This design comes from an exercise in tuning for a short achievable clock period and few clock cycles per item on the open sky130 flow, not from production work. Function was checked by simulation only, so behaviour that the tests miss may differ from the original. Power is estimated from default activity; no workload was simulated.

==> willow <==
Design core_top, start of the top module:
module core_top (
	input  logic                   clk,
	input  logic                   reset,
	input  logic                   instr_valid,
	output logic                   instr_ready,
	input  core_isa_pkg::word_t    instr,
	output logic                   retire_valid,
	input  logic                   retire_ready,
	output core_pipe_pkg::retire_t retire
);
	localparam int CAP = 7;   
	localparam int RQN = 6;   
	logic [CAP-1:0]       outst;
	logic                 stall_nx;   
	logic                 d1_v;
	core_isa_pkg::instr_t d1;
	logic [15:0]          d1_oh_n, d1_oh_m;    
	logic                 d1_wm_n, d1_wm_m;    
	core_isa_pkg::word_t  d1_a, d1_b;
	logic [15:0]          rf_vld;
	logic                 d2_v;
	core_isa_pkg::reg_idx_t d2_rd;
	logic [1:0]           d2_kind;
	logic [11:0]          d2_imm;
	logic [7:0]           d2_sh_lo;
	logic [3:0]           d2_sh_hi;
	logic [3:0]           d2_hi_g;    
	logic [23:0]          d2_sel;     
	logic                 d2_shz, d2_useb;
	logic                 d2_inv_a, d2_cin;
	logic                 d2_s_add, d2_s_subn, d2_s_and, d2_s_or, d2_s_xor, d2_s_b, d2_s_bn;
	core_isa_pkg::word_t  d2_ra, d2_rb;
	logic                 m1n, m2n, mwn, m1m, m2m, mwm;
	logic                 stall;
	logic                 x_v, x_late;
	core_isa_pkg::reg_idx_t x_rd;
	core_isa_pkg::word_t  x_a, x_b;
  ...
clock: 5.5 ns
lec_check: 0
abc_clock_period_in_ps: 2000
cap_margin: 20
core_margin: 2
core_utilization: 50
cts_cluster_diameter: 70
cts_cluster_size: 25
setup_slack_margin: 3.2
slew_margin: 20
synth_hierarchical: 1
run.sh (not shown) runs the stock make flow with config.mk's settings and CLKGATE_MAP_FILE= SYNTH_SCRIPT=/design/flow/synth_recipe.tcl, a recipe that flattens the netlist after the stock synthesis.
==> inputs of zinc, as changes to willow <==
CORE_UTILIZATION = 52   (was 50)
CTS_CLUSTER_DIAMETER = 65   (was 70)
CTS_CLUSTER_SIZE = 22   (was 25)
SETUP_SLACK_MARGIN = 3.3   (was 3.2)
==> inputs of delta, as changes to willow <==
CTS_CLUSTER_DIAMETER = 60   (was 70)
CTS_CLUSTER_SIZE = 20   (was 25)
SETUP_SLACK_MARGIN = 3.3   (was 3.2)
==> results.txt <==
delta finished with timing, DRC and antenna clean. willow finished with timing, DRC and antenna clean. zinc completed without violations. Sequential share of layout area, lowest first: delta, zinc, willow. Final area: willow < zinc < delta. Wire length: willow < zinc < delta. In delta the combinational power is larger than in willow, by 5.6%.
Testbench counts of willow, summed over its fixed seeds: cycles 16,523, items 16,000.
Testbench counts of zinc, summed over its fixed seeds: cycles 16,523, items 16,000.
Testbench counts of delta, summed over its fixed seeds: cycles 16,523, items 16,000.

---

==> inputs of violet <==
Starting RTL as in the previous note.
clock: 5.5 ns
lec_check: 0
abc_clock_period_in_ps: 2000
cap_margin: 20
core_margin: 2
core_utilization: 55
cts_cluster_diameter: 80
cts_cluster_size: 30
setup_slack_margin: 3.3
slew_margin: 20
synth_hierarchical: 1
==> tundra: changes against violet <==
CORE_UTILIZATION = 50   (was 55)
CTS_CLUSTER_DIAMETER = 70   (was 80)
CTS_CLUSTER_SIZE = 25   (was 30)
PLACE_DENSITY_LB_ADDON = 0.1   (was not set)
SETUP_SLACK_MARGIN = 3.4   (was 3.3)
==> indigo: changes against violet <==
CORE_UTILIZATION = 45   (was 55)
CTS_CLUSTER_DIAMETER = 70   (was 80)
CTS_CLUSTER_SIZE = 25   (was 30)
==> results.txt <==
M1 wire length: violet 122200 um; tundra 121500 um; indigo 118100 um
Power Combinational: violet 0.0105 W; tundra 0.0113 W; indigo 0.00974 W
Origin of the critical flop-to-flop path: violet x_sh_sel[14]$_DFF_P_; tundra x2_s_bn$_DFF_P_; indigo x2_b[3]$_DFF_P_
Multi-input gate area in the final layout: violet 0.04145 sq mm; tundra 0.04268 sq mm; indigo 0.04090 sq mm
Result of the run: violet timing/DRC/antenna clean; tundra timing/DRC/antenna clean; indigo timing/DRC/antenna clean
Die X: violet 376.4 um; tundra 394.6 um; indigo 415.7 um
Data arrival time of the critical path: violet 1270 ps; tundra 1320 ps; indigo 1300 ps
Switching portion of total power: violet 0.3857; tundra 0.3807; indigo 0.3788
Maximum achievable frequency: violet 421.8 MHz; tundra 413.8 MHz; indigo 416.8 MHz
Power density over the cells: violet 347.3 mW/mm^2; tundra 357.5 mW/mm^2; indigo 358.7 mW/mm^2
Global-route wire length before repair: violet 405700 um; tundra 410400 um; indigo 399400 um
Leakage: violet 31.69 nW; tundra 33.35 nW; indigo 31.17 nW
Antenna diodes: violet 3; tundra 6; indigo 5
Placeable Area: violet 0.1375 sq mm; tundra 0.1517 sq mm; indigo 0.1689 sq mm
Clk latency of the worst-skew pair: violet 740 ps; tundra 800 ps; indigo 780 ps
Starting Density: violet 0.5548; tundra 0.5028; indigo 0.4516
Global placer's final weighted congestion: violet 1.065; tundra 1.024; indigo 1.016
Clk pwr share: violet 0.214; tundra 0.251; indigo 0.261
Final clock skew: violet 60.79 ps; tundra 59.56 ps; indigo 62.41 ps
Initial antenna violation count: violet 12; tundra 13; indigo 10
Number of well taps: violet 1794; tundra 2030; indigo 2218
Most congested layer reported by global routing: violet met1; tundra met1; indigo met2
Testbench counts of violet, summed over its fixed seeds: cycles 16,523, items 16,000.
Testbench counts of tundra, summed over its fixed seeds: cycles 16,523, items 16,000.
Testbench counts of indigo, summed over its fixed seeds: cycles 16,523, items 16,000.

static timing again, ports no longer ideal:
Ports are ideal in the flow. The routed layouts listed here were re-timed in OpenROAD.
Step 1, drivers: a clkbuf_16 drives clk and a buf_2 each remaining input, both assumed.
Step 2 times the ports against the registers' clock, not the clock port: input delays grow and output delays shrink by t, the midpoint of the rising clock arrivals with the driver on.
a / b / c = no drivers / after step 1 / after step 2; a / b = the first two.
| run | shift t [ns] | slack for setup (ns) | worst hold slack (ns) | clock arrival spread, ns |
|---|---|---|---|---|
| willow | 0.812 | 3.127 / 3.047 / 2.510 | 0.329 / 0.329 / 0.329 | 0.075 / 0.075 |
| zinc | 0.822 | 3.122 / 3.039 / 2.530 | 0.331 / 0.331 / 0.331 | 0.044 / 0.044 |
| delta | 0.842 | 3.108 / 3.025 / 2.542 | 0.331 / 0.331 / 0.331 | 0.080 / 0.080 |
| violet | 0.792 | 3.129 / 3.048 / 2.563 | 0.333 / 0.333 / 0.333 | 0.064 / 0.064 |
| tundra | 0.841 | 3.083 / 3.003 / 2.642 | 0.331 / 0.331 / 0.331 | 0.075 / 0.074 |
| indigo | 0.839 | 3.101 / 3.014 / 2.607 | 0.331 / 0.331 / 0.331 | 0.065 / 0.065 |
After both steps every run listed still meets setup and hold. For willow, which loses most, drivers alone change the setup slack by -0.080 ns; drivers and shift together by -0.617 ns.
